This is an optimization exercise on Yosys and OpenROAD, whose aim is small area, a short achievable clock period and few clock cycles per item, not a production implementation.
No functional check of the RTL was part of any run shown here.

## flow/design.v (module list and top-level ports; edited modules follow where they fit)
// module apbRegs: 65 lines
// module frameSequencer: 113 lines
// module chromaUpsampler: 64 lines
// module chromaFilter: 719 lines
// module colourConverter: 2308 lines
// module lumaMultiple: 295 lines
// module rgbWriter: 46 lines
// module colourTop: 115 lines
module colourTop (
	input logic CLOCK_50_I,
	input logic resetn,
	input logic [3:0] paddr,
	input logic psel,
	input logic penable,
	input logic pwrite,
	input logic [31:0] pwdata,
	output logic [31:0] prdata,
	output logic pready,
	output logic pslverr,
	output logic memRdEn,
	output colourPkg::addr_t memRdAddr,
	input colourPkg::word_t memRdData,
	output logic memWrEn,
	output colourPkg::addr_t memWrAddr,
	output colourPkg::word_t memWrData
);
  // ...
==> flow/run.sh <==
#!/bin/bash
# synth_recipe.tcl (not shown) runs the flow's synth.tcl, then flattens the netlist and writes it again
# the make line also repeats each setting of config.mk as NAME=value (left out here)
make -C /OpenROAD-flow-scripts/flow DESIGN_CONFIG=/design/flow/config.mk WORK_HOME=/design/flow/orfs CLKGATE_MAP_FILE= SYNTH_SCRIPT=/design/flow/synth_recipe.tcl finish
==> flow/config.mk <==
export PLATFORM = sky130hd
export DESIGN_NAME = colourTop
export DESIGN_NICKNAME = colourTop
export VERILOG_FILES = /design/flow/design.v
export SDC_FILE = /design/flow/constraint.sdc
export NUM_CORES = 4
export LEC_CHECK = 0
export CAP_MARGIN = 20
export CORE_MARGIN = 2
export CORE_UTILIZATION = 40
export CTS_CLUSTER_DIAMETER = 80
export CTS_CLUSTER_SIZE = 28
export PLACE_DENSITY = 0.6
export SETUP_SLACK_MARGIN = 5.0
export SLEW_MARGIN = 20
==> flow/constraint.sdc <==
create_clock -name core_clock -period 9.0 [get_ports {CLOCK_50_I}]
set_input_delay 1.8000 -clock core_clock [delete_from_list [all_inputs] [get_ports {CLOCK_50_I}]]
set_output_delay 1.8000 -clock core_clock [all_outputs]
set_load 0.01 [all_outputs]
==> flow_summary.yaml, run 1 <==
outcome:
  outcome: "finished clean"
sta:
  hold_slack_ps: 331
  slew_headroom_pct: 31.3
  post-route-period-util_pct: 45.3
  skew_ps: 28.3
finish:
  seqCellArea_mm2: 0.0104
  n_all_buffers: 104
  clock_area_share_pct: 3.83
  n_clock_buffer: 32
  sh_seq_area_pct: 36.2
  final_common_cell: "dfxtp_1"
  nFillCells: 5839
place:
  place_ws_ps: 4570
  place_area_mm2: 0.0274
  dp_cells: 3320
critical_path:
  worst-path-stages: 16
  crit_path_end: "ups.cv3[8]"
synth:
  synth.area.mux_share_pct: 2.80
  synth_cell_types: 70
  synth_xor_area_share_pct: 6.19
floorplan:
  die_y_um: 257
worst_hold_path:
  hold_path_class: "reg -> reg"
  whs_path_depth: 0
clocking:
  clk_latency_ps: 610
  cts_tree: "built"
  cts_hold_buffers: 0
global_routing:
  grt_overflow_total: 0
detailed_routing:
  dr.pass1.iters: 5
==> module chromaUpsampler, before the edit <==
module chromaUpsampler (
	input logic CLOCK_50_I,
	input logic [2:0] ph,
	input colourPkg::word_t word,       
	input logic load,
	input logic first,
	input logic clamp,
	input logic odd,
	output colourPkg::sample_t cu,
	output logic [9:0] cu3,             
	output colourPkg::sample_t cv,
	output logic [9:0] cv3              
);
	colourPkg::sample_t a [5];          
	colourPkg::sample_t b [5];
	colourPkg::sample_t t [6];
	logic [8:0] p, q, r;
	colourPkg::sample_t f;
	logic [9:0] f3;
	colourPkg::sample_t uOdd;
	colourPkg::sample_t cuNext, cvNext;
	always_comb begin
		t[0] = a[0];
		t[1] = a[1];
		t[2] = a[2];
		t[3] = a[3];
		t[4] = first ? word[15:8] : a[4];
		t[5] = clamp ? a[4] : (odd ? word[15:8] : word[7:0]);
	end
	always_ff @(posedge CLOCK_50_I) begin
		if (!ph[2]) begin
			for (int i = 0; i < 5; i++)
				a[i] <= b[i];
			if (load) begin
				b[0] <= word[15:8];
				b[1] <= word[15:8];
				b[2] <= word[15:8];
				b[3] <= word[7:0];
			end else begin
				for (int i = 0; i < 4; i++)
					b[i] <= t[i+1];
			end
			b[4] <= t[5];
		end
		p <= {1'b0, t[0]} + {1'b0, t[5]};
		q <= {1'b0, t[2]} + {1'b0, t[3]};
		r <= {1'b0, t[1]} + {1'b0, t[4]};
		uOdd <= f;                      
		cu <= cuNext;
		cu3 <= {2'b00, cuNext} + {1'b0, cuNext, 1'b0};
		cv <= cvNext;
		cv3 <= ph[1] ? {2'b00, a[2]} + {1'b0, a[2], 1'b0} : f3;
	end
	assign cuNext = ph[1] ? (load ? b[4] : b[1]) : uOdd;
	assign cvNext = ph[1] ? a[2] : f;
	chromaFilter filt (
		.CLOCK_50_I(CLOCK_50_I),
		.p(p),
		.q(q),
		.r(r),
		.f(f),
		.f3(f3)
	);
endmodule
==> module rgbWriter, before the edit <==
module rgbWriter (
	input logic CLOCK_50_I,
	input logic resetn,
	input logic start,
	input logic [2:0] ph,
	input logic wrValid,
	input logic lastValid,
	input colourPkg::sample_t r,        
	input colourPkg::sample_t g,
	input colourPkg::sample_t b,
	output logic memWrEn,
	output colourPkg::addr_t memWrAddr,
	output colourPkg::word_t memWrData      
);
	localparam int FirstAddr = 76800 - 11;
	colourPkg::sample_t r1, g1, b1;
	colourPkg::sample_t r2, g2, b2;
	colourPkg::sample_t b3;
	logic word0, word1;                 
	always_ff @(posedge CLOCK_50_I or negedge resetn) begin
		if (!resetn)
			memWrEn <= 1'b0;
		else
			memWrEn <= ph[0] ? lastValid : wrValid;
	end
	always_ff @(posedge CLOCK_50_I) begin
		r1 <= r;
		g1 <= g;
		b1 <= b;
		r2 <= r1;
		g2 <= g1;
		b2 <= b1;
		b3 <= b2;
		memWrAddr <= start ? colourPkg::addr_t'(FirstAddr) : memWrAddr + 1'b1;
		word0 <= ph[1] & wrValid;
		word1 <= ph[2] & wrValid;
	end
	always_comb begin
		if (word0)
			memWrData = {r2, g2};           
		else if (word1)
			memWrData = {b3, r1};           
		else
			memWrData = {g2, b2};           
	end
endmodule
==> inputs of run 2 (changes only) <==
--- a/flow/design.v
+++ b/flow/design.v
@@ -214,7 +214,6 @@
 	colourPkg::sample_t t [6];
 	logic [8:0] p, q, r;
 	colourPkg::sample_t f;
-	logic [9:0] f3;
 	colourPkg::sample_t uOdd;
 	colourPkg::sample_t cuNext, cvNext;
 	always_comb begin
@@ -243,11 +242,12 @@
 		p <= {1'b0, t[0]} + {1'b0, t[5]};
 		q <= {1'b0, t[2]} + {1'b0, t[3]};
 		r <= {1'b0, t[1]} + {1'b0, t[4]};
-		uOdd <= f;                      
+		if (ph[2])
+			uOdd <= f;
 		cu <= cuNext;
 		cu3 <= {2'b00, cuNext} + {1'b0, cuNext, 1'b0};
 		cv <= cvNext;
-		cv3 <= ph[1] ? {2'b00, a[2]} + {1'b0, a[2], 1'b0} : f3;
+		cv3 <= {2'b00, cvNext} + {1'b0, cvNext, 1'b0};
 	end
 	assign cuNext = ph[1] ? (load ? b[4] : b[1]) : uOdd;
 	assign cvNext = ph[1] ? a[2] : f;
@@ -256,8 +256,7 @@
 		.p(p),
 		.q(q),
 		.r(r),
-		.f(f),
-		.f3(f3)
+		.f(f)
 	);
 endmodule
 module chromaFilter (
@@ -265,13 +264,11 @@
 	input logic [8:0] p,       
 	input logic [8:0] q,       
 	input logic [8:0] r,       
-	output colourPkg::sample_t f,
-	output logic [9:0] f3       
+	output colourPkg::sample_t f
 );
 	logic [9:0] rowA, rowB, rowANext, rowBNext;
 	logic carry, carryNext;
 	logic [10:1] acc;           
-	logic [9:0] x3;
 	logic f_1;
 	logic f_2;
 	logic f_3;
@@ -508,250 +505,86 @@
 	logic f_234;
 	logic f_235;
 	logic f_236;
-	logic g_1;
-	logic g_2;
-	logic g_3;
-	logic g_4;
-	logic g_5;
-	logic g_6;
-	logic g_7;
-	logic g_8;
-	logic g_9;
-	logic g_10;
-	logic g_11;
-	logic g_12;
-	logic g_13;
-	logic g_14;
-	logic g_15;
-	logic g_16;
-	logic g_17;
-	logic g_18;
-	logic g_19;
-	logic g_20;
-	logic g_21;
-	logic g_22;
-	logic g_23;
-	logic g_24;
-	logic g_25;
-	logic g_26;
-	logic g_27;
-	logic g_28;
-	logic g_29;
-	logic g_30;
-	logic g_31;
-	logic g_32;
-	logic g_33;
-	logic g_34;
-	logic g_35;
-	logic g_36;
-	logic g_37;
-	logic g_38;
-	logic g_39;
-	logic g_40;
-	logic g_41;
-	logic g_42;
-	logic g_43;
-	logic g_44;
-	logic g_45;
-	logic g_46;
-	logic g_47;
-	logic g_48;
-	logic g_49;
-	logic g_50;
-	logic g_51;
-	logic g_52;
-	logic g_53;
-	logic g_54;
-	logic g_55;
-	logic g_56;
-	logic g_57;
-	logic g_58;
-	logic g_59;
-	logic g_60;
-	logic g_61;
-	logic g_62;
-	logic g_63;
-	logic g_64;
-	logic g_65;
-	logic g_66;
-	logic g_67;
-	logic g_68;
-	logic g_69;
-	logic g_70;
-	logic g_71;
-	logic g_72;
-	logic g_73;
-	logic g_74;
-	logic g_75;
-	logic g_76;
-	logic g_77;
-	logic g_78;
-	logic g_79;
-	logic g_80;
-	logic g_81;
-	logic g_82;
-	logic g_83;
-	logic g_84;
-	logic g_85;
-	logic g_86;
-	logic g_87;
-	logic g_88;
-	logic g_89;
-	logic g_90;
-	logic g_91;
-	logic g_92;
-	logic g_93;
-	logic g_94;
-	logic g_95;
-	logic g_96;
-	logic g_97;
-	logic g_98;
-	logic g_99;
-	logic g_100;
-	logic g_101;
-	logic g_102;
 	assign f_1 = ~p[7];
 	assign f_2 = p[7];
-	assign f_3 = p[8] ^ p[6];
-	assign f_4 = p[8] & p[6];
-	assign f_5 = p[5] ^ p[3];
-	assign f_6 = p[5] & p[3];
+	csaHalf f_3_ha (.a(p[8]), .b(p[6]), .s(f_3), .co(f_4));
+	csaHalf f_5_ha (.a(p[5]), .b(p[3]), .s(f_5), .co(f_6));
 	assign f_7 = ~(p[6] ^ p[4]);
 	assign f_8 = p[6] | p[4];
-	assign f_9 = p[2] ^ ~q[6] ^ q[1];
-	assign f_10 = (p[2] & ~q[6]) | (p[2] & q[1]) | (~q[6] & q[1]);
-	assign f_11 = p[5] ^ p[3] ^ ~q[7];
-	assign f_12 = (p[5] & p[3]) | (p[5] & ~q[7]) | (p[3] & ~q[7]);
-	assign f_13 = q[2] ^ q[0] ^ ~r[5];
-	assign f_14 = (q[2] & q[0]) | (q[2] & ~r[5]) | (q[0] & ~r[5]);
-	assign f_15 = r[3] ^ ~r[1];
-	assign f_16 = r[3] & ~r[1];
-	assign f_17 = p[4] ^ ~q[8] ^ q[3];
-	assign f_18 = (p[4] & ~q[8]) | (p[4] & q[3]) | (~q[8] & q[3]);
-	assign f_19 = q[1] ^ ~r[6] ^ r[4];
-	assign f_20 = (q[1] & ~r[6]) | (q[1] & r[4]) | (~r[6] & r[4]);
-	assign f_21 = ~r[2] ^ f_3 ^ f_2;
-	assign f_22 = (~r[2] & f_3) | (~r[2] & f_2) | (f_3 & f_2);
+	csaFull f_9_fa (.a(p[2]), .b(~q[6]), .c(q[1]), .s(f_9), .co(f_10));
+	csaFull f_11_fa (.a(p[5]), .b(p[3]), .c(~q[7]), .s(f_11), .co(f_12));
+	csaFull f_13_fa (.a(q[2]), .b(q[0]), .c(~r[5]), .s(f_13), .co(f_14));
+	csaHalf f_15_ha (.a(r[3]), .b(~r[1]), .s(f_15), .co(f_16));
+	csaFull f_17_fa (.a(p[4]), .b(~q[8]), .c(q[3]), .s(f_17), .co(f_18));
+	csaFull f_19_fa (.a(q[1]), .b(~r[6]), .c(r[4]), .s(f_19), .co(f_20));
+	csaFull f_21_fa (.a(~r[2]), .b(f_3), .c(f_2), .s(f_21), .co(f_22));
 	assign f_23 = ~(p[7] ^ p[5]);
 	assign f_24 = p[7] | p[5];
-	assign f_25 = q[4] ^ q[2] ^ ~r[7];
-	assign f_26 = (q[4] & q[2]) | (q[4] & ~r[7]) | (q[2] & ~r[7]);
-	assign f_27 = r[5] ^ ~r[3] ^ f_4;
-	assign f_28 = (r[5] & ~r[3]) | (r[5] & f_4) | (~r[3] & f_4);
+	csaFull f_25_fa (.a(q[4]), .b(q[2]), .c(~r[7]), .s(f_25), .co(f_26));
+	csaFull f_27_fa (.a(r[5]), .b(~r[3]), .c(f_4), .s(f_27), .co(f_28));
 	assign f_29 = ~(p[8] ^ p[6]);
 	assign f_30 = p[8] | p[6];
-	assign f_31 = q[5] ^ q[3] ^ ~r[8];
-	assign f_32 = (q[5] & q[3]) | (q[5] & ~r[8]) | (q[3] & ~r[8]);
-	assign f_33 = r[6] ^ ~r[4];
-	assign f_34 = r[6] & ~r[4];
-	assign f_35 = p[7] ^ q[6] ^ q[4];
-	assign f_36 = (p[7] & q[6]) | (p[7] & q[4]) | (q[6] & q[4]);
+	csaFull f_31_fa (.a(q[5]), .b(q[3]), .c(~r[8]), .s(f_31), .co(f_32));
+	csaHalf f_33_ha (.a(r[6]), .b(~r[4]), .s(f_33), .co(f_34));
+	csaFull f_35_fa (.a(p[7]), .b(q[6]), .c(q[4]), .s(f_35), .co(f_36));
 	assign f_37 = ~p[8];
 	assign f_38 = p[8];
 	assign f_39 = ~p[2];
 	assign f_40 = p[2];
-	assign f_41 = p[3] ^ p[1];
-	assign f_42 = p[3] & p[1];
-	assign f_43 = p[4] ^ p[2] ^ p[0];
-	assign f_44 = (p[4] & p[2]) | (p[4] & p[0]) | (p[2] & p[0]);
-	assign f_45 = ~q[4] ^ ~r[2];
-	assign f_46 = ~q[4] & ~r[2];
-	assign f_47 = p[1] ^ ~q[5] ^ q[0];
-	assign f_48 = (p[1] & ~q[5]) | (p[1] & q[0]) | (~q[5] & q[0]);
-	assign f_49 = ~r[3] ^ r[1] ^ f_5;
-	assign f_50 = (~r[3] & r[1]) | (~r[3] & f_5) | (r[1] & f_5);
-	assign f_51 = ~r[4] ^ r[2] ^ ~r[0];
-	assign f_52 = (~r[4] & r[2]) | (~r[4] & ~r[0]) | (r[2] & ~r[0]);
-	assign f_53 = f_7 ^ f_9 ^ f_6;
-	assign f_54 = (f_7 & f_9) | (f_7 & f_6) | (f_9 & f_6);
-	assign f_55 = f_1 ^ f_11 ^ f_13;
-	assign f_56 = (f_1 & f_11) | (f_1 & f_13) | (f_11 & f_13);
-	assign f_57 = f_15 ^ f_8 ^ f_10;
-	assign f_58 = (f_15 & f_8) | (f_15 & f_10) | (f_8 & f_10);
-	assign f_59 = f_17 ^ f_19 ^ f_21;
-	assign f_60 = (f_17 & f_19) | (f_17 & f_21) | (f_19 & f_21);
-	assign f_61 = f_12 ^ f_14 ^ f_16;
-	assign f_62 = (f_12 & f_14) | (f_12 & f_16) | (f_14 & f_16);
-	assign f_63 = f_23 ^ f_25 ^ f_27;
-	assign f_64 = (f_23 & f_25) | (f_23 & f_27) | (f_25 & f_27);
-	assign f_65 = f_18 ^ f_20 ^ f_22;
-	assign f_66 = (f_18 & f_20) | (f_18 & f_22) | (f_20 & f_22);
-	assign f_67 = f_29 ^ f_31 ^ f_33;
-	assign f_68 = (f_29 & f_31) | (f_29 & f_33) | (f_31 & f_33);
-	assign f_69 = f_24 ^ f_26 ^ f_28;
-	assign f_70 = (f_24 & f_26) | (f_24 & f_28) | (f_26 & f_28);
-	assign f_71 = r[7] ^ ~r[5] ^ f_35;
-	assign f_72 = (r[7] & ~r[5]) | (r[7] & f_35) | (~r[5] & f_35);
-	assign f_73 = f_30 ^ f_32 ^ f_34;
-	assign f_74 = (f_30 & f_32) | (f_30 & f_34) | (f_32 & f_34);
-	assign f_75 = q[7] ^ q[5] ^ r[8];
-	assign f_76 = (q[7] & q[5]) | (q[7] & r[8]) | (q[5] & r[8]);
-	assign f_77 = ~r[6] ^ f_37 ^ f_36;
-	assign f_78 = (~r[6] & f_37) | (~r[6] & f_36) | (f_37 & f_36);
+	csaHalf f_41_ha (.a(p[3]), .b(p[1]), .s(f_41), .co(f_42));
+	csaFull f_43_fa (.a(p[4]), .b(p[2]), .c(p[0]), .s(f_43), .co(f_44));
+	csaHalf f_45_ha (.a(~q[4]), .b(~r[2]), .s(f_45), .co(f_46));
+	csaFull f_47_fa (.a(p[1]), .b(~q[5]), .c(q[0]), .s(f_47), .co(f_48));
+	csaFull f_49_fa (.a(~r[3]), .b(r[1]), .c(f_5), .s(f_49), .co(f_50));
+	csaFull f_51_fa (.a(~r[4]), .b(r[2]), .c(~r[0]), .s(f_51), .co(f_52));
+	csaFull f_53_fa (.a(f_7), .b(f_9), .c(f_6), .s(f_53), .co(f_54));
+	csaFull f_55_fa (.a(f_1), .b(f_11), .c(f_13), .s(f_55), .co(f_56));
+	csaFull f_57_fa (.a(f_15), .b(f_8), .c(f_10), .s(f_57), .co(f_58));
+	csaFull f_59_fa (.a(f_17), .b(f_19), .c(f_21), .s(f_59), .co(f_60));
+	csaFull f_61_fa (.a(f_12), .b(f_14), .c(f_16), .s(f_61), .co(f_62));
+	csaFull f_63_fa (.a(f_23), .b(f_25), .c(f_27), .s(f_63), .co(f_64));
+	csaFull f_65_fa (.a(f_18), .b(f_20), .c(f_22), .s(f_65), .co(f_66));
+	csaFull f_67_fa (.a(f_29), .b(f_31), .c(f_33), .s(f_67), .co(f_68));
+	csaFull f_69_fa (.a(f_24), .b(f_26), .c(f_28), .s(f_69), .co(f_70));
+	csaFull f_71_fa (.a(r[7]), .b(~r[5]), .c(f_35), .s(f_71), .co(f_72));
+	csaFull f_73_fa (.a(f_30), .b(f_32), .c(f_34), .s(f_73), .co(f_74));
+	csaFull f_75_fa (.a(q[7]), .b(q[5]), .c(r[8]), .s(f_75), .co(f_76));
+	csaFull f_77_fa (.a(~r[6]), .b(f_37), .c(f_36), .s(f_77), .co(f_78));
 	assign f_79 = ~(q[8] ^ q[6]);
 	assign f_80 = q[8] | q[6];
-	assign f_81 = ~r[7] ^ f_38;
-	assign f_82 = ~r[7] & f_38;
+	csaHalf f_81_ha (.a(~r[7]), .b(f_38), .s(f_81), .co(f_82));
 	assign f_83 = ~q[7];
 	assign f_84 = q[7];
-	assign f_85 = p[0] ^ ~q[2];
-	assign f_86 = p[0] & ~q[2];
-	assign f_87 = ~q[3] ^ ~r[1] ^ f_41;
-	assign f_88 = (~q[3] & ~r[1]) | (~q[3] & f_41) | (~r[1] & f_41);
-	assign f_89 = r[0] ^ f_43 ^ f_45;
-	assign f_90 = (r[0] & f_43) | (r[0] & f_45) | (f_43 & f_45);
-	assign f_91 = f_47 ^ f_49 ^ f_44;
-	assign f_92 = (f_47 & f_49) | (f_47 & f_44) | (f_49 & f_44);
-	assign f_93 = f_51 ^ f_53 ^ f_48;
-	assign f_94 = (f_51 & f_53) | (f_51 & f_48) | (f_53 & f_48);
-	assign f_95 = f_55 ^ f_57 ^ f_52;
-	assign f_96 = (f_55 & f_57) | (f_55 & f_52) | (f_57 & f_52);
-	assign f_97 = f_59 ^ f_61 ^ f_56;
-	assign f_98 = (f_59 & f_61) | (f_59 & f_56) | (f_61 & f_56);
-	assign f_99 = f_63 ^ f_65 ^ f_60;
-	assign f_100 = (f_63 & f_65) | (f_63 & f_60) | (f_65 & f_60);
-	assign f_101 = f_67 ^ f_69 ^ f_64;
-	assign f_102 = (f_67 & f_69) | (f_67 & f_64) | (f_69 & f_64);
-	assign f_103 = f_71 ^ f_73 ^ f_68;
-	assign f_104 = (f_71 & f_73) | (f_71 & f_68) | (f_73 & f_68);
-	assign f_105 = f_75 ^ f_77 ^ f_72;
-	assign f_106 = (f_75 & f_77) | (f_75 & f_72) | (f_77 & f_72);
-	assign f_107 = f_79 ^ f_81 ^ f_76;
-	assign f_108 = (f_79 & f_81) | (f_79 & f_76) | (f_81 & f_76);
-	assign f_109 = ~r[8] ^ f_83 ^ f_80;
-	assign f_110 = (~r[8] & f_83) | (~r[8] & f_80) | (f_83 & f_80);
+	csaHalf f_85_ha (.a(p[0]), .b(~q[2]), .s(f_85), .co(f_86));
+	csaFull f_87_fa (.a(~q[3]), .b(~r[1]), .c(f_41), .s(f_87), .co(f_88));
+	csaFull f_89_fa (.a(r[0]), .b(f_43), .c(f_45), .s(f_89), .co(f_90));
+	csaFull f_91_fa (.a(f_47), .b(f_49), .c(f_44), .s(f_91), .co(f_92));
+	csaFull f_93_fa (.a(f_51), .b(f_53), .c(f_48), .s(f_93), .co(f_94));
+	csaFull f_95_fa (.a(f_55), .b(f_57), .c(f_52), .s(f_95), .co(f_96));
+	csaFull f_97_fa (.a(f_59), .b(f_61), .c(f_56), .s(f_97), .co(f_98));
+	csaFull f_99_fa (.a(f_63), .b(f_65), .c(f_60), .s(f_99), .co(f_100));
+	csaFull f_101_fa (.a(f_67), .b(f_69), .c(f_64), .s(f_101), .co(f_102));
+	csaFull f_103_fa (.a(f_71), .b(f_73), .c(f_68), .s(f_103), .co(f_104));
+	csaFull f_105_fa (.a(f_75), .b(f_77), .c(f_72), .s(f_105), .co(f_106));
+	csaFull f_107_fa (.a(f_79), .b(f_81), .c(f_76), .s(f_107), .co(f_108));
+	csaFull f_109_fa (.a(~r[8]), .b(f_83), .c(f_80), .s(f_109), .co(f_110));
 	assign f_111 = ~p[0];
 	assign f_112 = p[0];
-	assign f_113 = p[1] ^ ~q[1];
-	assign f_114 = p[1] & ~q[1];
-	assign f_115 = ~r[0] ^ f_39 ^ f_85;
-	assign f_116 = (~r[0] & f_39) | (~r[0] & f_85) | (f_39 & f_85);
-	assign f_117 = f_40 ^ f_87 ^ f_86;
-	assign f_118 = (f_40 & f_87) | (f_40 & f_86) | (f_87 & f_86);
-	assign f_119 = f_42 ^ f_89 ^ f_88;
-	assign f_120 = (f_42 & f_89) | (f_42 & f_88) | (f_89 & f_88);
-	assign f_121 = f_46 ^ f_91 ^ f_90;
-	assign f_122 = (f_46 & f_91) | (f_46 & f_90) | (f_91 & f_90);
-	assign f_123 = f_50 ^ f_93 ^ f_92;
-	assign f_124 = (f_50 & f_93) | (f_50 & f_92) | (f_93 & f_92);
-	assign f_125 = f_54 ^ f_95 ^ f_94;
-	assign f_126 = (f_54 & f_95) | (f_54 & f_94) | (f_95 & f_94);
-	assign f_127 = f_58 ^ f_97 ^ f_96;
-	assign f_128 = (f_58 & f_97) | (f_58 & f_96) | (f_97 & f_96);
-	assign f_129 = f_62 ^ f_99 ^ f_98;
-	assign f_130 = (f_62 & f_99) | (f_62 & f_98) | (f_99 & f_98);
-	assign f_131 = f_66 ^ f_101 ^ f_100;
-	assign f_132 = (f_66 & f_101) | (f_66 & f_100) | (f_101 & f_100);
-	assign f_133 = f_70 ^ f_103 ^ f_102;
-	assign f_134 = (f_70 & f_103) | (f_70 & f_102) | (f_103 & f_102);
-	assign f_135 = f_74 ^ f_105 ^ f_104;
-	assign f_136 = (f_74 & f_105) | (f_74 & f_104) | (f_105 & f_104);
-	assign f_137 = f_78 ^ f_107 ^ f_106;
-	assign f_138 = (f_78 & f_107) | (f_78 & f_106) | (f_107 & f_106);
-	assign f_139 = f_82 ^ f_109 ^ f_108;
-	assign f_140 = (f_82 & f_109) | (f_82 & f_108) | (f_109 & f_108);
-	assign f_141 = q[8] ^ f_84 ^ f_110;
-	assign f_142 = (q[8] & f_84) | (q[8] & f_110) | (f_84 & f_110);
+	csaHalf f_113_ha (.a(p[1]), .b(~q[1]), .s(f_113), .co(f_114));
+	csaFull f_115_fa (.a(~r[0]), .b(f_39), .c(f_85), .s(f_115), .co(f_116));
+	csaFull f_117_fa (.a(f_40), .b(f_87), .c(f_86), .s(f_117), .co(f_118));
+	csaFull f_119_fa (.a(f_42), .b(f_89), .c(f_88), .s(f_119), .co(f_120));
+	csaFull f_121_fa (.a(f_46), .b(f_91), .c(f_90), .s(f_121), .co(f_122));
+	csaFull f_123_fa (.a(f_50), .b(f_93), .c(f_92), .s(f_123), .co(f_124));
+	csaFull f_125_fa (.a(f_54), .b(f_95), .c(f_94), .s(f_125), .co(f_126));
+	csaFull f_127_fa (.a(f_58), .b(f_97), .c(f_96), .s(f_127), .co(f_128));
+	csaFull f_129_fa (.a(f_62), .b(f_99), .c(f_98), .s(f_129), .co(f_130));
+	csaFull f_131_fa (.a(f_66), .b(f_101), .c(f_100), .s(f_131), .co(f_132));
+	csaFull f_133_fa (.a(f_70), .b(f_103), .c(f_102), .s(f_133), .co(f_134));
+	csaFull f_135_fa (.a(f_74), .b(f_105), .c(f_104), .s(f_135), .co(f_136));
+	csaFull f_137_fa (.a(f_78), .b(f_107), .c(f_106), .s(f_137), .co(f_138));
+	csaFull f_139_fa (.a(f_82), .b(f_109), .c(f_108), .s(f_139), .co(f_140));
+	csaFull f_141_fa (.a(q[8]), .b(f_84), .c(f_110), .s(f_141), .co(f_142));
 	assign f_143 = ~q[0] & f_111;
 	assign f_144 = ~q[0] ^ f_111;
 	assign f_145 = f_113 & f_112;
@@ -864,120 +697,7 @@
 	assign acc[8] = f_200 ^ f_229;
 	assign acc[9] = f_202 ^ f_231;
 	assign acc[10] = 1'b1 ^ f_233;
-	assign g_1 = rowA[1] ^ rowB[1];
-	assign g_2 = rowA[1] & rowB[1];
-	assign g_3 = rowA[2] ^ rowB[2];
-	assign g_4 = rowA[2] & rowB[2];
-	assign g_5 = rowA[3] ^ rowB[3];
-	assign g_6 = rowA[3] & rowB[3];
-	assign g_7 = rowA[4] ^ rowB[4];
-	assign g_8 = rowA[4] & rowB[4];
-	assign g_9 = rowA[5] ^ rowB[5];
-	assign g_10 = rowA[5] & rowB[5];
-	assign g_11 = rowA[6] ^ rowB[6];
-	assign g_12 = rowA[6] & rowB[6];
-	assign g_13 = rowA[7] ^ rowB[7];
-	assign g_14 = rowA[7] & rowB[7];
-	assign g_15 = ~rowB[8];
-	assign g_16 = rowB[8];
-	assign g_17 = carry ^ rowA[0];
-	assign g_18 = carry & rowA[0];
-	assign g_19 = rowA[1] ^ rowB[1] ^ g_3;
-	assign g_20 = (rowA[1] & rowB[1]) | (rowA[1] & g_3) | (rowB[1] & g_3);
-	assign g_21 = rowA[2] ^ rowB[2] ^ g_5;
-	assign g_22 = (rowA[2] & rowB[2]) | (rowA[2] & g_5) | (rowB[2] & g_5);
-	assign g_23 = rowA[3] ^ rowB[3] ^ g_7;
-	assign g_24 = (rowA[3] & rowB[3]) | (rowA[3] & g_7) | (rowB[3] & g_7);
-	assign g_25 = rowA[4] ^ rowB[4] ^ g_9;
-	assign g_26 = (rowA[4] & rowB[4]) | (rowA[4] & g_9) | (rowB[4] & g_9);
-	assign g_27 = rowA[5] ^ rowB[5] ^ g_11;
-	assign g_28 = (rowA[5] & rowB[5]) | (rowA[5] & g_11) | (rowB[5] & g_11);
-	assign g_29 = rowA[6] ^ rowB[6] ^ g_13;
-	assign g_30 = (rowA[6] & rowB[6]) | (rowA[6] & g_13) | (rowB[6] & g_13);
-	assign g_31 = rowA[7] ^ rowB[7] ^ g_15;
-	assign g_32 = (rowA[7] & rowB[7]) | (rowA[7] & g_15) | (rowB[7] & g_15);
-	assign g_33 = carry ^ rowA[0];
-	assign g_34 = carry & rowA[0];
-	assign g_35 = rowB[0] ^ g_1 ^ g_17;
-	assign g_36 = (rowB[0] & g_1) | (rowB[0] & g_17) | (g_1 & g_17);
-	assign g_37 = g_2 ^ g_19 ^ g_18;
-	assign g_38 = (g_2 & g_19) | (g_2 & g_18) | (g_19 & g_18);
-	assign g_39 = g_4 ^ g_21 ^ g_20;
-	assign g_40 = (g_4 & g_21) | (g_4 & g_20) | (g_21 & g_20);
-	assign g_41 = g_6 ^ g_23 ^ g_22;
-	assign g_42 = (g_6 & g_23) | (g_6 & g_22) | (g_23 & g_22);
-	assign g_43 = g_8 ^ g_25 ^ g_24;
-	assign g_44 = (g_8 & g_25) | (g_8 & g_24) | (g_25 & g_24);
-	assign g_45 = g_10 ^ g_27 ^ g_26;
-	assign g_46 = (g_10 & g_27) | (g_10 & g_26) | (g_27 & g_26);
-	assign g_47 = g_12 ^ g_29 ^ g_28;
-	assign g_48 = (g_12 & g_29) | (g_12 & g_28) | (g_29 & g_28);
-	assign g_49 = g_14 ^ g_31 ^ g_30;
-	assign g_50 = (g_14 & g_31) | (g_14 & g_30) | (g_31 & g_30);
-	assign g_51 = rowB[8] ^ g_16 ^ g_32;
-	assign g_52 = (rowB[8] & g_16) | (rowB[8] & g_32) | (g_16 & g_32);
-	assign g_53 = rowB[0] & g_33;
-	assign g_54 = rowB[0] ^ g_33;
-	assign g_55 = g_35 & g_34;
-	assign g_56 = g_35 ^ g_34;
-	assign g_57 = g_37 & g_36;
-	assign g_58 = g_37 ^ g_36;
-	assign g_59 = g_39 & g_38;
-	assign g_60 = g_39 ^ g_38;
-	assign g_61 = g_41 & g_40;
-	assign g_62 = g_41 ^ g_40;
-	assign g_63 = g_43 & g_42;
-	assign g_64 = g_43 ^ g_42;
-	assign g_65 = g_45 & g_44;
-	assign g_66 = g_45 ^ g_44;
-	assign g_67 = g_47 & g_46;
-	assign g_68 = g_47 ^ g_46;
-	assign g_69 = g_49 & g_48;
-	assign g_70 = g_49 ^ g_48;
-	assign g_71 = g_51 & g_50;
-	assign g_72 = g_51 ^ g_50;
-	assign g_73 = g_55 | (g_56 & g_53);
-	assign g_74 = g_56 & g_54;
-	assign g_75 = g_59 | (g_60 & g_57);
-	assign g_76 = g_60 & g_58;
-	assign g_77 = g_63 | (g_64 & g_61);
-	assign g_78 = g_64 & g_62;
-	assign g_79 = g_67 | (g_68 & g_65);
-	assign g_80 = g_68 & g_66;
-	assign g_81 = g_71 | (g_72 & g_69);
-	assign g_82 = g_72 & g_70;
-	assign g_83 = g_57 | (g_58 & g_73);
-	assign g_84 = g_58 & g_74;
-	assign g_85 = g_75 | (g_76 & g_73);
-	assign g_86 = g_76 & g_74;
-	assign g_87 = g_65 | (g_66 & g_77);
-	assign g_88 = g_66 & g_78;
-	assign g_89 = g_79 | (g_80 & g_77);
-	assign g_90 = g_80 & g_78;
-	assign g_91 = g_61 | (g_62 & g_85);
-	assign g_92 = g_62 & g_86;
-	assign g_93 = g_77 | (g_78 & g_85);
-	assign g_94 = g_78 & g_86;
-	assign g_95 = g_87 | (g_88 & g_85);
-	assign g_96 = g_88 & g_86;
-	assign g_97 = g_89 | (g_90 & g_85);
-	assign g_98 = g_90 & g_86;
-	assign g_99 = g_69 | (g_70 & g_97);
-	assign g_100 = g_70 & g_98;
-	assign g_101 = g_81 | (g_82 & g_97);
-	assign g_102 = g_82 & g_98;
-	assign x3[0] = g_54;
-	assign x3[1] = g_56 ^ g_53;
-	assign x3[2] = g_58 ^ g_73;
-	assign x3[3] = g_60 ^ g_83;
-	assign x3[4] = g_62 ^ g_85;
-	assign x3[5] = g_64 ^ g_91;
-	assign x3[6] = g_66 ^ g_93;
-	assign x3[7] = g_68 ^ g_95;
-	assign x3[8] = g_70 ^ g_97;
-	assign x3[9] = g_72 ^ g_99;
 	assign f = acc[10] ? 8'd0 : (acc[9] ? 8'd255 : acc[8:1]);
-	assign f3 = acc[10] ? 10'd0 : (acc[9] ? 10'd765 : x3);
 endmodule
 `default_nettype wire
 `timescale 1ns/1ps
@@ -2091,46 +1811,31 @@
 	logic by_161;
 	assign rc_1 = ~cv3[7];
 	assign rc_2 = cv3[7];
-	assign rc_3 = cv3[8] ^ cv[4];
-	assign rc_4 = cv3[8] & cv[4];
+	csaHalf rc_3_ha (.a(cv3[8]), .b(cv[4]), .s(rc_3), .co(rc_4));
 	assign rc_5 = ~(cv3[9] ^ cv[5]);
 	assign rc_6 = cv3[9] | cv[5];
 	assign rc_7 = ~cv[6];
 	assign rc_8 = cv[6];
-	assign rc_9 = cv[7] ^ cv[4];
-	assign rc_10 = cv[7] & cv[4];
+	csaHalf rc_9_ha (.a(cv[7]), .b(cv[4]), .s(rc_9), .co(rc_10));
 	assign rc_11 = ~cv[5];
 	assign rc_12 = cv[5];
 	assign rc_13 = ~cv3[6];
 	assign rc_14 = cv3[6];
-	assign rc_15 = cv[3] ^ cv[0] ^ rc_1;
-	assign rc_16 = (cv[3] & cv[0]) | (cv[3] & rc_1) | (cv[0] & rc_1);
-	assign rc_17 = cv[1] ^ rc_3 ^ rc_2;
-	assign rc_18 = (cv[1] & rc_3) | (cv[1] & rc_2) | (rc_3 & rc_2);
-	assign rc_19 = cv[2] ^ rc_5 ^ rc_4;
-	assign rc_20 = (cv[2] & rc_5) | (cv[2] & rc_4) | (rc_5 & rc_4);
-	assign rc_21 = cv[3] ^ rc_7 ^ rc_6;
-	assign rc_22 = (cv[3] & rc_7) | (cv[3] & rc_6) | (rc_7 & rc_6);
-	assign rc_23 = cv3[0] ^ rc_9 ^ rc_8;
-	assign rc_24 = (cv3[0] & rc_9) | (cv3[0] & rc_8) | (rc_9 & rc_8);
-	assign rc_25 = cv3[1] ^ rc_11 ^ rc_10;
-	assign rc_26 = (cv3[1] & rc_11) | (cv3[1] & rc_10) | (rc_11 & rc_10);
-	assign rc_27 = cv[6] ^ cv3[2] ^ rc_12;
-	assign rc_28 = (cv[6] & cv3[2]) | (cv[6] & rc_12) | (cv3[2] & rc_12);
-	assign rc_29 = cv[7] ^ cv3[3];
-	assign rc_30 = cv[7] & cv3[3];
-	assign rc_31 = cv3[4] ^ cv3[0];
-	assign rc_32 = cv3[4] & cv3[0];
+	csaFull rc_15_fa (.a(cv[3]), .b(cv[0]), .c(rc_1), .s(rc_15), .co(rc_16));
+	csaFull rc_17_fa (.a(cv[1]), .b(rc_3), .c(rc_2), .s(rc_17), .co(rc_18));
+	csaFull rc_19_fa (.a(cv[2]), .b(rc_5), .c(rc_4), .s(rc_19), .co(rc_20));
+	csaFull rc_21_fa (.a(cv[3]), .b(rc_7), .c(rc_6), .s(rc_21), .co(rc_22));
+	csaFull rc_23_fa (.a(cv3[0]), .b(rc_9), .c(rc_8), .s(rc_23), .co(rc_24));
+	csaFull rc_25_fa (.a(cv3[1]), .b(rc_11), .c(rc_10), .s(rc_25), .co(rc_26));
+	csaFull rc_27_fa (.a(cv[6]), .b(cv3[2]), .c(rc_12), .s(rc_27), .co(rc_28));
+	csaHalf rc_29_ha (.a(cv[7]), .b(cv3[3]), .s(rc_29), .co(rc_30));
+	csaHalf rc_31_ha (.a(cv3[4]), .b(cv3[0]), .s(rc_31), .co(rc_32));
 	assign rc_33 = ~(cv3[5] ^ cv3[1]);
 	assign rc_34 = cv3[5] | cv3[1];
-	assign rc_35 = cv3[6] ^ cv3[2];
-	assign rc_36 = cv3[6] & cv3[2];
-	assign rc_37 = cv3[7] ^ cv3[3];
-	assign rc_38 = cv3[7] & cv3[3];
-	assign rc_39 = cv3[8] ^ cv3[4];
-	assign rc_40 = cv3[8] & cv3[4];
-	assign rc_41 = cv3[9] ^ cv3[5];
-	assign rc_42 = cv3[9] & cv3[5];
+	csaHalf rc_35_ha (.a(cv3[6]), .b(cv3[2]), .s(rc_35), .co(rc_36));
+	csaHalf rc_37_ha (.a(cv3[7]), .b(cv3[3]), .s(rc_37), .co(rc_38));
+	csaHalf rc_39_ha (.a(cv3[8]), .b(cv3[4]), .s(rc_39), .co(rc_40));
+	csaHalf rc_41_ha (.a(cv3[9]), .b(cv3[5]), .s(rc_41), .co(rc_42));
 	assign rc_43 = ~cv3[6];
 	assign rc_44 = cv3[6];
 	assign rc_45 = cv3[4] & cv[0];
@@ -2316,22 +2021,15 @@
 	assign gc_18 = ~cu3[7] | ~cu[0];
 	assign gc_19 = ~(~cu3[8] ^ ~cu[1]);
 	assign gc_20 = ~cu3[8] | ~cu[1];
-	assign gc_21 = ~cu3[9] ^ ~cu[2] ^ ~cv[7];
-	assign gc_22 = (~cu3[9] & ~cu[2]) | (~cu3[9] & ~cv[7]) | (~cu[2] & ~cv[7]);
+	csaFull gc_21_fa (.a(~cu3[9]), .b(~cu[2]), .c(~cv[7]), .s(gc_21), .co(gc_22));
 	assign gc_23 = ~(~cu[3] ^ ~cu3[0]);
 	assign gc_24 = ~cu[3] | ~cu3[0];
-	assign gc_25 = ~cu[4] ^ ~cu3[1] ^ ~cv[2];
-	assign gc_26 = (~cu[4] & ~cu3[1]) | (~cu[4] & ~cv[2]) | (~cu3[1] & ~cv[2]);
-	assign gc_27 = ~cu3[2] ^ ~cv[3] ^ ~cv3[1];
-	assign gc_28 = (~cu3[2] & ~cv[3]) | (~cu3[2] & ~cv3[1]) | (~cv[3] & ~cv3[1]);
-	assign gc_29 = ~cv[4] ^ ~cv3[2] ^ gc_3;
-	assign gc_30 = (~cv[4] & ~cv3[2]) | (~cv[4] & gc_3) | (~cv3[2] & gc_3);
-	assign gc_31 = ~cv[5] ^ ~cv3[3] ^ gc_5;
-	assign gc_32 = (~cv[5] & ~cv3[3]) | (~cv[5] & gc_5) | (~cv3[3] & gc_5);
-	assign gc_33 = ~cu3[5] ^ ~cv[6] ^ ~cv3[4];
-	assign gc_34 = (~cu3[5] & ~cv[6]) | (~cu3[5] & ~cv3[4]) | (~cv[6] & ~cv3[4]);
-	assign gc_35 = ~cu3[6] ^ ~cv[7];
-	assign gc_36 = ~cu3[6] & ~cv[7];
+	csaFull gc_25_fa (.a(~cu[4]), .b(~cu3[1]), .c(~cv[2]), .s(gc_25), .co(gc_26));
+	csaFull gc_27_fa (.a(~cu3[2]), .b(~cv[3]), .c(~cv3[1]), .s(gc_27), .co(gc_28));
+	csaFull gc_29_fa (.a(~cv[4]), .b(~cv3[2]), .c(gc_3), .s(gc_29), .co(gc_30));
+	csaFull gc_31_fa (.a(~cv[5]), .b(~cv3[3]), .c(gc_5), .s(gc_31), .co(gc_32));
+	csaFull gc_33_fa (.a(~cu3[5]), .b(~cv[6]), .c(~cv3[4]), .s(gc_33), .co(gc_34));
+	csaHalf gc_35_ha (.a(~cu3[6]), .b(~cv[7]), .s(gc_35), .co(gc_36));
 	assign gc_37 = ~~cu3[7];
 	assign gc_38 = ~cu3[7];
 	assign gc_39 = ~~cu3[8];
@@ -2340,44 +2038,25 @@
 	assign gc_42 = ~cu3[9];
 	assign gc_43 = ~~cu3[0];
 	assign gc_44 = ~cu3[0];
-	assign gc_45 = ~cu3[1] ^ ~cv[4];
-	assign gc_46 = ~cu3[1] & ~cv[4];
-	assign gc_47 = ~cv[5] ^ ~cv[0] ^ gc_7;
-	assign gc_48 = (~cv[5] & ~cv[0]) | (~cv[5] & gc_7) | (~cv[0] & gc_7);
-	assign gc_49 = ~cv[1] ^ gc_9 ^ gc_8;
-	assign gc_50 = (~cv[1] & gc_9) | (~cv[1] & gc_8) | (gc_9 & gc_8);
-	assign gc_51 = ~cv[2] ^ gc_11 ^ gc_10;
-	assign gc_52 = (~cv[2] & gc_11) | (~cv[2] & gc_10) | (gc_11 & gc_10);
-	assign gc_53 = ~cv[3] ^ gc_13 ^ gc_12;
-	assign gc_54 = (~cv[3] & gc_13) | (~cv[3] & gc_12) | (gc_13 & gc_12);
-	assign gc_55 = ~cv[4] ^ gc_15 ^ gc_14;
-	assign gc_56 = (~cv[4] & gc_15) | (~cv[4] & gc_14) | (gc_15 & gc_14);
-	assign gc_57 = ~cv[5] ^ gc_17 ^ gc_16;
-	assign gc_58 = (~cv[5] & gc_17) | (~cv[5] & gc_16) | (gc_17 & gc_16);
-	assign gc_59 = ~cv[6] ^ gc_19 ^ gc_18;
-	assign gc_60 = (~cv[6] & gc_19) | (~cv[6] & gc_18) | (gc_19 & gc_18);
-	assign gc_61 = ~cv[0] ^ gc_21 ^ gc_20;
-	assign gc_62 = (~cv[0] & gc_21) | (~cv[0] & gc_20) | (gc_21 & gc_20);
-	assign gc_63 = ~cv[1] ^ gc_23 ^ gc_22;
-	assign gc_64 = (~cv[1] & gc_23) | (~cv[1] & gc_22) | (gc_23 & gc_22);
-	assign gc_65 = ~cv3[0] ^ gc_25 ^ gc_24;
-	assign gc_66 = (~cv3[0] & gc_25) | (~cv3[0] & gc_24) | (gc_25 & gc_24);
-	assign gc_67 = gc_1 ^ gc_27 ^ gc_26;
-	assign gc_68 = (gc_1 & gc_27) | (gc_1 & gc_26) | (gc_27 & gc_26);
-	assign gc_69 = gc_2 ^ gc_29 ^ gc_28;
-	assign gc_70 = (gc_2 & gc_29) | (gc_2 & gc_28) | (gc_29 & gc_28);
-	assign gc_71 = gc_4 ^ gc_31 ^ gc_30;
-	assign gc_72 = (gc_4 & gc_31) | (gc_4 & gc_30) | (gc_31 & gc_30);
-	assign gc_73 = gc_6 ^ gc_33 ^ gc_32;
-	assign gc_74 = (gc_6 & gc_33) | (gc_6 & gc_32) | (gc_33 & gc_32);
-	assign gc_75 = ~cv3[5] ^ gc_35 ^ gc_34;
-	assign gc_76 = (~cv3[5] & gc_35) | (~cv3[5] & gc_34) | (gc_35 & gc_34);
-	assign gc_77 = ~cv3[6] ^ gc_37 ^ gc_36;
-	assign gc_78 = (~cv3[6] & gc_37) | (~cv3[6] & gc_36) | (gc_37 & gc_36);
-	assign gc_79 = ~cv3[7] ^ gc_39 ^ gc_38;
-	assign gc_80 = (~cv3[7] & gc_39) | (~cv3[7] & gc_38) | (gc_39 & gc_38);
-	assign gc_81 = ~cv3[8] ^ gc_41 ^ gc_40;
-	assign gc_82 = (~cv3[8] & gc_41) | (~cv3[8] & gc_40) | (gc_41 & gc_40);
+	csaHalf gc_45_ha (.a(~cu3[1]), .b(~cv[4]), .s(gc_45), .co(gc_46));
+	csaFull gc_47_fa (.a(~cv[5]), .b(~cv[0]), .c(gc_7), .s(gc_47), .co(gc_48));
+	csaFull gc_49_fa (.a(~cv[1]), .b(gc_9), .c(gc_8), .s(gc_49), .co(gc_50));
+	csaFull gc_51_fa (.a(~cv[2]), .b(gc_11), .c(gc_10), .s(gc_51), .co(gc_52));
+	csaFull gc_53_fa (.a(~cv[3]), .b(gc_13), .c(gc_12), .s(gc_53), .co(gc_54));
+	csaFull gc_55_fa (.a(~cv[4]), .b(gc_15), .c(gc_14), .s(gc_55), .co(gc_56));
+	csaFull gc_57_fa (.a(~cv[5]), .b(gc_17), .c(gc_16), .s(gc_57), .co(gc_58));
+	csaFull gc_59_fa (.a(~cv[6]), .b(gc_19), .c(gc_18), .s(gc_59), .co(gc_60));
+	csaFull gc_61_fa (.a(~cv[0]), .b(gc_21), .c(gc_20), .s(gc_61), .co(gc_62));
+	csaFull gc_63_fa (.a(~cv[1]), .b(gc_23), .c(gc_22), .s(gc_63), .co(gc_64));
+	csaFull gc_65_fa (.a(~cv3[0]), .b(gc_25), .c(gc_24), .s(gc_65), .co(gc_66));
+	csaFull gc_67_fa (.a(gc_1), .b(gc_27), .c(gc_26), .s(gc_67), .co(gc_68));
+	csaFull gc_69_fa (.a(gc_2), .b(gc_29), .c(gc_28), .s(gc_69), .co(gc_70));
+	csaFull gc_71_fa (.a(gc_4), .b(gc_31), .c(gc_30), .s(gc_71), .co(gc_72));
+	csaFull gc_73_fa (.a(gc_6), .b(gc_33), .c(gc_32), .s(gc_73), .co(gc_74));
+	csaFull gc_75_fa (.a(~cv3[5]), .b(gc_35), .c(gc_34), .s(gc_75), .co(gc_76));
+	csaFull gc_77_fa (.a(~cv3[6]), .b(gc_37), .c(gc_36), .s(gc_77), .co(gc_78));
+	csaFull gc_79_fa (.a(~cv3[7]), .b(gc_39), .c(gc_38), .s(gc_79), .co(gc_80));
+	csaFull gc_81_fa (.a(~cv3[8]), .b(gc_41), .c(gc_40), .s(gc_81), .co(gc_82));
 	assign gc_83 = ~(~cv3[9] ^ gc_42);
 	assign gc_84 = ~cv3[9] | gc_42;
 	assign gc_85 = 1'b1 & ~cv[0];
@@ -2556,34 +2235,23 @@
 	assign gChroma[24] = gc_84 ^ gc_232;
 	assign bc_1 = ~cu3[7];
 	assign bc_2 = cu3[7];
-	assign bc_3 = cu3[8] ^ cu3[5];
-	assign bc_4 = cu3[8] & cu3[5];
+	csaHalf bc_3_ha (.a(cu3[8]), .b(cu3[5]), .s(bc_3), .co(bc_4));
 	assign bc_5 = ~(cu3[9] ^ cu3[6]);
 	assign bc_6 = cu3[9] | cu3[6];
-	assign bc_7 = cu3[7] ^ cu[3];
-	assign bc_8 = cu3[7] & cu[3];
-	assign bc_9 = cu3[8] ^ cu[4];
-	assign bc_10 = cu3[8] & cu[4];
+	csaHalf bc_7_ha (.a(cu3[7]), .b(cu[3]), .s(bc_7), .co(bc_8));
+	csaHalf bc_9_ha (.a(cu3[8]), .b(cu[4]), .s(bc_9), .co(bc_10));
 	assign bc_11 = ~(cu3[9] ^ cu[5]);
 	assign bc_12 = cu3[9] | cu[5];
 	assign bc_13 = ~cu3[6];
 	assign bc_14 = cu3[6];
-	assign bc_15 = cu3[4] ^ cu[0] ^ bc_1;
-	assign bc_16 = (cu3[4] & cu[0]) | (cu3[4] & bc_1) | (cu[0] & bc_1);
-	assign bc_17 = cu[1] ^ bc_3 ^ bc_2;
-	assign bc_18 = (cu[1] & bc_3) | (cu[1] & bc_2) | (bc_3 & bc_2);
-	assign bc_19 = cu[2] ^ bc_5 ^ bc_4;
-	assign bc_20 = (cu[2] & bc_5) | (cu[2] & bc_4) | (bc_5 & bc_4);
-	assign bc_21 = cu[0] ^ bc_7 ^ bc_6;
-	assign bc_22 = (cu[0] & bc_7) | (cu[0] & bc_6) | (bc_7 & bc_6);
-	assign bc_23 = cu[1] ^ bc_9 ^ bc_8;
-	assign bc_24 = (cu[1] & bc_9) | (cu[1] & bc_8) | (bc_9 & bc_8);
-	assign bc_25 = cu[2] ^ bc_11 ^ bc_10;
-	assign bc_26 = (cu[2] & bc_11) | (cu[2] & bc_10) | (bc_11 & bc_10);
-	assign bc_27 = cu[6] ^ cu[3] ^ bc_12;
-	assign bc_28 = (cu[6] & cu[3]) | (cu[6] & bc_12) | (cu[3] & bc_12);
-	assign bc_29 = cu[7] ^ cu[4];
-	assign bc_30 = cu[7] & cu[4];
+	csaFull bc_15_fa (.a(cu3[4]), .b(cu[0]), .c(bc_1), .s(bc_15), .co(bc_16));
+	csaFull bc_17_fa (.a(cu[1]), .b(bc_3), .c(bc_2), .s(bc_17), .co(bc_18));
+	csaFull bc_19_fa (.a(cu[2]), .b(bc_5), .c(bc_4), .s(bc_19), .co(bc_20));
+	csaFull bc_21_fa (.a(cu[0]), .b(bc_7), .c(bc_6), .s(bc_21), .co(bc_22));
+	csaFull bc_23_fa (.a(cu[1]), .b(bc_9), .c(bc_8), .s(bc_23), .co(bc_24));
+	csaFull bc_25_fa (.a(cu[2]), .b(bc_11), .c(bc_10), .s(bc_25), .co(bc_26));
+	csaFull bc_27_fa (.a(cu[6]), .b(cu[3]), .c(bc_12), .s(bc_27), .co(bc_28));
+	csaHalf bc_29_ha (.a(cu[7]), .b(cu[4]), .s(bc_29), .co(bc_30));
 	assign bc_31 = ~cu[7];
 	assign bc_32 = cu[7];
 	assign bc_33 = cu3[3] & cu3[0];
@@ -2763,22 +2431,14 @@
 		gPart <= gChroma[24:2];
 		bPart <= bChroma[25:2];
 	end
-	assign ry_1 = y[0] ^ y2687[14];
-	assign ry_2 = y[0] & y2687[14];
-	assign ry_3 = y[1] ^ y2687[15] ^ rPart[17];
-	assign ry_4 = (y[1] & y2687[15]) | (y[1] & rPart[17]) | (y2687[15] & rPart[17]);
-	assign ry_5 = y[2] ^ y2687[16] ^ rPart[18];
-	assign ry_6 = (y[2] & y2687[16]) | (y[2] & rPart[18]) | (y2687[16] & rPart[18]);
-	assign ry_7 = y[3] ^ y2687[17] ^ rPart[19];
-	assign ry_8 = (y[3] & y2687[17]) | (y[3] & rPart[19]) | (y2687[17] & rPart[19]);
-	assign ry_9 = y[4] ^ y2687[18] ^ rPart[20];
-	assign ry_10 = (y[4] & y2687[18]) | (y[4] & rPart[20]) | (y2687[18] & rPart[20]);
-	assign ry_11 = y[5] ^ y2687[19] ^ rPart[21];
-	assign ry_12 = (y[5] & y2687[19]) | (y[5] & rPart[21]) | (y2687[19] & rPart[21]);
-	assign ry_13 = y[6] ^ rPart[22];
-	assign ry_14 = y[6] & rPart[22];
-	assign ry_15 = y[7] ^ rPart[23];
-	assign ry_16 = y[7] & rPart[23];
+	csaHalf ry_1_ha (.a(y[0]), .b(y2687[14]), .s(ry_1), .co(ry_2));
+	csaFull ry_3_fa (.a(y[1]), .b(y2687[15]), .c(rPart[17]), .s(ry_3), .co(ry_4));
+	csaFull ry_5_fa (.a(y[2]), .b(y2687[16]), .c(rPart[18]), .s(ry_5), .co(ry_6));
+	csaFull ry_7_fa (.a(y[3]), .b(y2687[17]), .c(rPart[19]), .s(ry_7), .co(ry_8));
+	csaFull ry_9_fa (.a(y[4]), .b(y2687[18]), .c(rPart[20]), .s(ry_9), .co(ry_10));
+	csaFull ry_11_fa (.a(y[5]), .b(y2687[19]), .c(rPart[21]), .s(ry_11), .co(ry_12));
+	csaHalf ry_13_ha (.a(y[6]), .b(rPart[22]), .s(ry_13), .co(ry_14));
+	csaHalf ry_15_ha (.a(y[7]), .b(rPart[23]), .s(ry_15), .co(ry_16));
 	assign ry_17 = ~~rPart[24];
 	assign ry_18 = ~rPart[24];
 	assign ry_19 = y2687[0] & rPart[2];
@@ -2939,22 +2599,14 @@
 	assign rSum[26] = 1'b1 ^ ry_161;
 	assign rSum[27] = 1'b1 ^ ry_162;
 	assign r = rSum[27] ? 8'd0 : (|rSum[26:24] ? 8'd255 : rSum[23:16]);
-	assign gy_1 = y[0] ^ y2687[14];
-	assign gy_2 = y[0] & y2687[14];
-	assign gy_3 = y[1] ^ y2687[15] ^ gPart[17];
-	assign gy_4 = (y[1] & y2687[15]) | (y[1] & gPart[17]) | (y2687[15] & gPart[17]);
-	assign gy_5 = y[2] ^ y2687[16] ^ gPart[18];
-	assign gy_6 = (y[2] & y2687[16]) | (y[2] & gPart[18]) | (y2687[16] & gPart[18]);
-	assign gy_7 = y[3] ^ y2687[17] ^ gPart[19];
-	assign gy_8 = (y[3] & y2687[17]) | (y[3] & gPart[19]) | (y2687[17] & gPart[19]);
-	assign gy_9 = y[4] ^ y2687[18] ^ gPart[20];
-	assign gy_10 = (y[4] & y2687[18]) | (y[4] & gPart[20]) | (y2687[18] & gPart[20]);
-	assign gy_11 = y[5] ^ y2687[19] ^ gPart[21];
-	assign gy_12 = (y[5] & y2687[19]) | (y[5] & gPart[21]) | (y2687[19] & gPart[21]);
-	assign gy_13 = y[6] ^ gPart[22];
-	assign gy_14 = y[6] & gPart[22];
-	assign gy_15 = y[7] ^ gPart[23];
-	assign gy_16 = y[7] & gPart[23];
+	csaHalf gy_1_ha (.a(y[0]), .b(y2687[14]), .s(gy_1), .co(gy_2));
+	csaFull gy_3_fa (.a(y[1]), .b(y2687[15]), .c(gPart[17]), .s(gy_3), .co(gy_4));
+	csaFull gy_5_fa (.a(y[2]), .b(y2687[16]), .c(gPart[18]), .s(gy_5), .co(gy_6));
+	csaFull gy_7_fa (.a(y[3]), .b(y2687[17]), .c(gPart[19]), .s(gy_7), .co(gy_8));
+	csaFull gy_9_fa (.a(y[4]), .b(y2687[18]), .c(gPart[20]), .s(gy_9), .co(gy_10));
+	csaFull gy_11_fa (.a(y[5]), .b(y2687[19]), .c(gPart[21]), .s(gy_11), .co(gy_12));
+	csaHalf gy_13_ha (.a(y[6]), .b(gPart[22]), .s(gy_13), .co(gy_14));
+	csaHalf gy_15_ha (.a(y[7]), .b(gPart[23]), .s(gy_15), .co(gy_16));
 	assign gy_17 = ~~gPart[24];
 	assign gy_18 = ~gPart[24];
 	assign gy_19 = y2687[0] & gPart[2];
@@ -3115,22 +2767,14 @@
 	assign gSum[26] = 1'b1 ^ gy_161;
 	assign gSum[27] = 1'b1 ^ gy_162;
 	assign g = gSum[27] ? 8'd0 : (|gSum[26:24] ? 8'd255 : gSum[23:16]);
-	assign by_1 = y[0] ^ y2687[14];
-	assign by_2 = y[0] & y2687[14];
-	assign by_3 = y[1] ^ y2687[15] ^ bPart[17];
-	assign by_4 = (y[1] & y2687[15]) | (y[1] & bPart[17]) | (y2687[15] & bPart[17]);
-	assign by_5 = y[2] ^ y2687[16] ^ bPart[18];
-	assign by_6 = (y[2] & y2687[16]) | (y[2] & bPart[18]) | (y2687[16] & bPart[18]);
-	assign by_7 = y[3] ^ y2687[17] ^ bPart[19];
-	assign by_8 = (y[3] & y2687[17]) | (y[3] & bPart[19]) | (y2687[17] & bPart[19]);
-	assign by_9 = y[4] ^ y2687[18] ^ bPart[20];
-	assign by_10 = (y[4] & y2687[18]) | (y[4] & bPart[20]) | (y2687[18] & bPart[20]);
-	assign by_11 = y[5] ^ y2687[19] ^ bPart[21];
-	assign by_12 = (y[5] & y2687[19]) | (y[5] & bPart[21]) | (y2687[19] & bPart[21]);
-	assign by_13 = y[6] ^ bPart[22];
-	assign by_14 = y[6] & bPart[22];
-	assign by_15 = y[7] ^ bPart[23];
-	assign by_16 = y[7] & bPart[23];
+	csaHalf by_1_ha (.a(y[0]), .b(y2687[14]), .s(by_1), .co(by_2));
+	csaFull by_3_fa (.a(y[1]), .b(y2687[15]), .c(bPart[17]), .s(by_3), .co(by_4));
+	csaFull by_5_fa (.a(y[2]), .b(y2687[16]), .c(bPart[18]), .s(by_5), .co(by_6));
+	csaFull by_7_fa (.a(y[3]), .b(y2687[17]), .c(bPart[19]), .s(by_7), .co(by_8));
+	csaFull by_9_fa (.a(y[4]), .b(y2687[18]), .c(bPart[20]), .s(by_9), .co(by_10));
+	csaFull by_11_fa (.a(y[5]), .b(y2687[19]), .c(bPart[21]), .s(by_11), .co(by_12));
+	csaHalf by_13_ha (.a(y[6]), .b(bPart[22]), .s(by_13), .co(by_14));
+	csaHalf by_15_ha (.a(y[7]), .b(bPart[23]), .s(by_15), .co(by_16));
 	assign by_17 = y2687[0] & bPart[2];
 	assign by_18 = y2687[0] ^ bPart[2];
 	assign by_19 = y2687[1] & bPart[3];
@@ -3445,18 +3089,12 @@
 	assign m_14 = y[0];
 	assign m_15 = ~(y[1] ^ y[3]);
 	assign m_16 = y[1] | y[3];
-	assign m_17 = y[2] ^ y[4] ^ m_1;
-	assign m_18 = (y[2] & y[4]) | (y[2] & m_1) | (y[4] & m_1);
-	assign m_19 = y[5] ^ m_3 ^ m_2;
-	assign m_20 = (y[5] & m_3) | (y[5] & m_2) | (m_3 & m_2);
-	assign m_21 = y[6] ^ m_5 ^ m_4;
-	assign m_22 = (y[6] & m_5) | (y[6] & m_4) | (m_5 & m_4);
-	assign m_23 = y[7] ^ m_7 ^ m_6;
-	assign m_24 = (y[7] & m_7) | (y[7] & m_6) | (m_7 & m_6);
-	assign m_25 = y[6] ^ m_9 ^ m_8;
-	assign m_26 = (y[6] & m_9) | (y[6] & m_8) | (m_9 & m_8);
-	assign m_27 = y[7] ^ m_11 ^ m_10;
-	assign m_28 = (y[7] & m_11) | (y[7] & m_10) | (m_11 & m_10);
+	csaFull m_17_fa (.a(y[2]), .b(y[4]), .c(m_1), .s(m_17), .co(m_18));
+	csaFull m_19_fa (.a(y[5]), .b(m_3), .c(m_2), .s(m_19), .co(m_20));
+	csaFull m_21_fa (.a(y[6]), .b(m_5), .c(m_4), .s(m_21), .co(m_22));
+	csaFull m_23_fa (.a(y[7]), .b(m_7), .c(m_6), .s(m_23), .co(m_24));
+	csaFull m_25_fa (.a(y[6]), .b(m_9), .c(m_8), .s(m_25), .co(m_26));
+	csaFull m_27_fa (.a(y[7]), .b(m_11), .c(m_10), .s(m_27), .co(m_28));
 	assign m_29 = ~(y[6] ^ m_12);
 	assign m_30 = y[6] | m_12;
 	assign m_31 = ~y[7];
@@ -3585,6 +3223,25 @@
 	assign p[18] = m_58 ^ m_130;
 	assign p[19] = m_60 ^ m_132;
 endmodule
+module csaFull (
+	input logic a,
+	input logic b,
+	input logic c,
+	output logic s,
+	output logic co
+);
+	assign s = a ^ b ^ c;
+	assign co = (a & b) | (a & c) | (b & c);
+endmodule
+module csaHalf (
+	input logic a,
+	input logic b,
+	output logic s,
+	output logic co
+);
+	assign s = a ^ b;
+	assign co = a & b;
+endmodule
 `default_nettype wire
 `timescale 1ns/1ps
 `default_nettype none
@@ -3603,9 +3260,8 @@
 	output colourPkg::word_t memWrData      
 );
 	localparam int FirstAddr = 76800 - 11;
-	colourPkg::sample_t r1, g1, b1;
-	colourPkg::sample_t r2, g2, b2;
-	colourPkg::sample_t b3;
+	colourPkg::sample_t r0, g0, b0;     
+	colourPkg::sample_t r1, g1, b1;     
 	logic word0, word1;                 
 	always_ff @(posedge CLOCK_50_I or negedge resetn) begin
 		if (!resetn)
@@ -3614,24 +3270,27 @@
 			memWrEn <= ph[0] ? lastValid : wrValid;
 	end
 	always_ff @(posedge CLOCK_50_I) begin
-		r1 <= r;
-		g1 <= g;
-		b1 <= b;
-		r2 <= r1;
-		g2 <= g1;
-		b2 <= b1;
-		b3 <= b2;
+		if (ph[0]) begin
+			r0 <= r;
+			g0 <= g;
+			b0 <= b;
+		end
+		if (ph[2]) begin
+			r1 <= r;
+			g1 <= g;
+			b1 <= b;
+		end
 		memWrAddr <= start ? colourPkg::addr_t'(FirstAddr) : memWrAddr + 1'b1;
 		word0 <= ph[1] & wrValid;
 		word1 <= ph[2] & wrValid;
 	end
 	always_comb begin
 		if (word0)
-			memWrData = {r2, g2};           
+			memWrData = {r0, g0};
 		else if (word1)
-			memWrData = {b3, r1};           
+			memWrData = {b0, r1};
 		else
-			memWrData = {g2, b2};           
+			memWrData = {g1, b1};
 	end
 endmodule
 `default_nettype wire
--- a/flow/config.mk
+++ b/flow/config.mk
@@ -11,5 +11,6 @@
 export CTS_CLUSTER_DIAMETER = 80
 export CTS_CLUSTER_SIZE = 28
 export PLACE_DENSITY = 0.6
-export SETUP_SLACK_MARGIN = 5.0
+export SETUP_SLACK_MARGIN = 4.8
 export SLEW_MARGIN = 20
+export SYNTH_HIERARCHICAL = 1
==> flow_summary.yaml, run 2 <==
sta:
  report.final.hold_viol_count: 0
  tightest_slew_ps: 1030
  fin_ws_ps: 5060
  skew_ps: 48.4
  slew_headroom_pct: 31.1
  maxSlewViolCount: 0
  setup_violations: 0
  min_period_ps: 3940
  fmax_mhz: 254
  rsz0062_at_grt: "no"
  hold_slack_ps: 417
  tns_ps: 0
  post-route-period-util_pct: 43.7
worst_hold_path:
  holdCritStartpoint: "ups.b[3][4]"
  hold_path_class: "reg -> reg"
global_routing:
  antenna_found_initial: 0
  grt_util_all_layers_pct: 17.2
  grt_start_max_net_pins: 81
  grt_pass1_vias: 17300
  grt_overflow_total: 0
  grt_first_pass_wirelength_um: 92500
synth:
  avgSynthCellArea_um2: 11.1
  ys_ff_latch: 456
  synth_cell_types: 105
  synthCells: 2332
  ys_warn_count: 16
  synth_ff_type: "dfxtp_1"
  synth_edf_count: 154
  synthArstFlopShare_pct: 4.61
  synth.most_common_cell: "dfxtp_1"
  syn_area_mm2: 0.0259
  synth_common_cells: "dfxtp_1 (281), ha_1 (258), inv_1 (205)"
  netlist.area_leader.share_pct: 21.7
  synth.top_cells.by_area: "dfxtp_1 (22%), edfxtp_1 (18%), ha_1 (12%)"
  yosys.area.top_type: "dfxtp_1"
  synth-seq-area-share_pct: 41.6
detailed_routing:
  dr.pass1.iters: 7
  wl_um: 57000
  avgRoutedWirePerCell_um: 17.4
  vias: 16900
  dr.first_iter.drc_count: 1056
  ant_nets: 0
  drc: 0
  routed_via_density: 5.15
critical_path:
  critPathKind: "reg -> out"
  cp.required_ps: 7200
  start_kind: "flip-flop"
  reg2reg_from: "ups.filt.rowA[2]"
  crit_arrival_ps: 2140
  crit_path_top_delay_cell: "dfxtp_2"
  end_kind: "primary output"
  slowest_delay_ps: 680
  crit_start: "writer.word0"
  crit_chain: "nand2_1 > o21ai_0 > clkdlybuf4s50_1"
  crit_fanout: 32
finish:
  nFillCells: 5973
  final_core_util_pct: 44.4
  layout_common_cells: "dfxtp_1 (279), ha_1 (257), inv_1 (203)"
  biggestRegsByFlops: "ups.a x40, ups.b x40, csc.bPart x24"
  drive_above_1_share_pct: 6.78
  syn_to_final_growth_pct: 10.0
  final_common_cell: "dfxtp_1"
  diodes: 0
  nets: 2847
floorplan:
  row_count: 93
  fp.coreArea_mm2: 0.0642
  pin_count: 145
  die_x_um: 259
  die_y_um: 259
  initial_utilization_pct: 40.3
  dieArea_mm2: 0.0668
place:
  port_buffers: 88
  globalplace.congestion: 0.859
  dp_hpwl_um: 44800
  place_ws_ps: 4440
clocking:
  clkTransAtPathRegs_ps: 110
  cts_htree_levels: 1
  clk_latency_ps: 620
  clock-sinks: 456
  cts_hold_buffers: 0
  numCtsBuffers: 26
  cts_tree: "built"
  cts_root_buf: "clkbuf_16"
  clockBufferDepth: 3
run:
  cap_viol_max_count: 0
outcome:
  outcome: "finished clean"
-- run 2: metrics by stage --
stage          instances  area (um2)
6_report            3273       28500
5_1_grt             3273       28500
4_1_cts             3270       28400
3_5_place_dp        3222       27500
3_3_place_gp        3222       27500
2_1_floorplan       2355       26000
-- run 2: layer usage --
layer | global-route usage (%) | share of wire [%] | routed length (um)
met2 | 29.7 | 48 | 27400
met4 | 3.34 | 1.9 | 1060
met1 | 23.2 | 47 | 26600
met3 | 2.21 | 3.4 | 1910
met5 | 0 | 0 | 0
-- run 2: cells by family after synthesis --
| group | share of synthesized area, % |
|---|---|
| other | 0.0290 |
| XOR/XNOR | 5.48 |
| flip-flops | 41.6 |
| adder cells (fa/ha/maj) | 22.9 |
| AND/OR/NAND/NOR | 9.85 |
| buffers and inverters | 5.06 |
| AO/OA/AOI/OAI | 11.6 |
| multiplexers | 3.47 |
-- run 2: layout make-up --
| type | count | area (um2) | share of cell area, % |
|---|---|---|---|
| timing repair buffer | 97 | 943 | 3.31 |
| tap | 855 | 1070 | 3.75 |
| clock inverter | 18 | 248 | 0.869 |
| multi-input combinational | 1610 | 14000 | 49.0 |
| clock buffer | 30 | 708 | 2.48 |
| inverter | 207 | 777 | 2.73 |
| sequential | 456 | 10800 | 37.8 |
-- run 2: worst max-delay path: cells and delay by family, from the launching register on --
kind            cells  cell delay (ps)
simple gates        1              100
compound gates      1              140
flops               1              680
buf+inv             1              600
-- run 2: Yosys stat by module (local to each module, per instance) --
module,flops+latches,cell area (um2)
apbRegs,19,927
chromaUpsampler,149,6200
rgbWriter,69,2660
chromaFilter,18,1190
csaFull,0,20.0
lumaMultiple,0,761
colourConverter,70,6400
csaHalf,0,12.5
frameSequencer,79,3870
colourTop,52,1250
-- run 2: timing repair --
item,in CTS,in global routing
buffers inserted,0,3
endpoints found under the setup margin,19,9
resized for setup,5,10
pin swaps,0,3
-- run 2: path summary, 6_finish.rpt --
check                      cells past startpoint  slack [ps]      endpoint
max in group asynchronous                      1        7460     seq.ph[2]
min in group asynchronous                      1        1140     regs.busy
max                                            3        5060  memWrData[8]
max reg2reg                                   18        5080    ups.cv3[8]
min                                            0         420   ups.a[3][4]
min reg2reg                                    0         420   ups.a[3][4]

[re-timing with driven ports]
The flow's constraints put no driver on any port. The routed layouts listed below were extracted and timed again, unchanged, in two steps.
Step 1 sets driving cells, clkbuf_16 on the clock port and buf_2 on the other inputs (assumed; they add their load-dependent delay and slew).
Step 2 times the ports against the registers' clock, not the clock port: input delays grow and output delays shrink by t, the midpoint of the rising clock arrivals with the driver on.
Three values: no drivers, after step 1, after step 2; two values: the first two.
run	t (ns)	setup slack, ns
run 1	0.656	4.921 / 4.921 / 4.709
run 2	0.659	5.063 / 5.000 / 4.474
After both steps setup and hold are still met in every run listed.
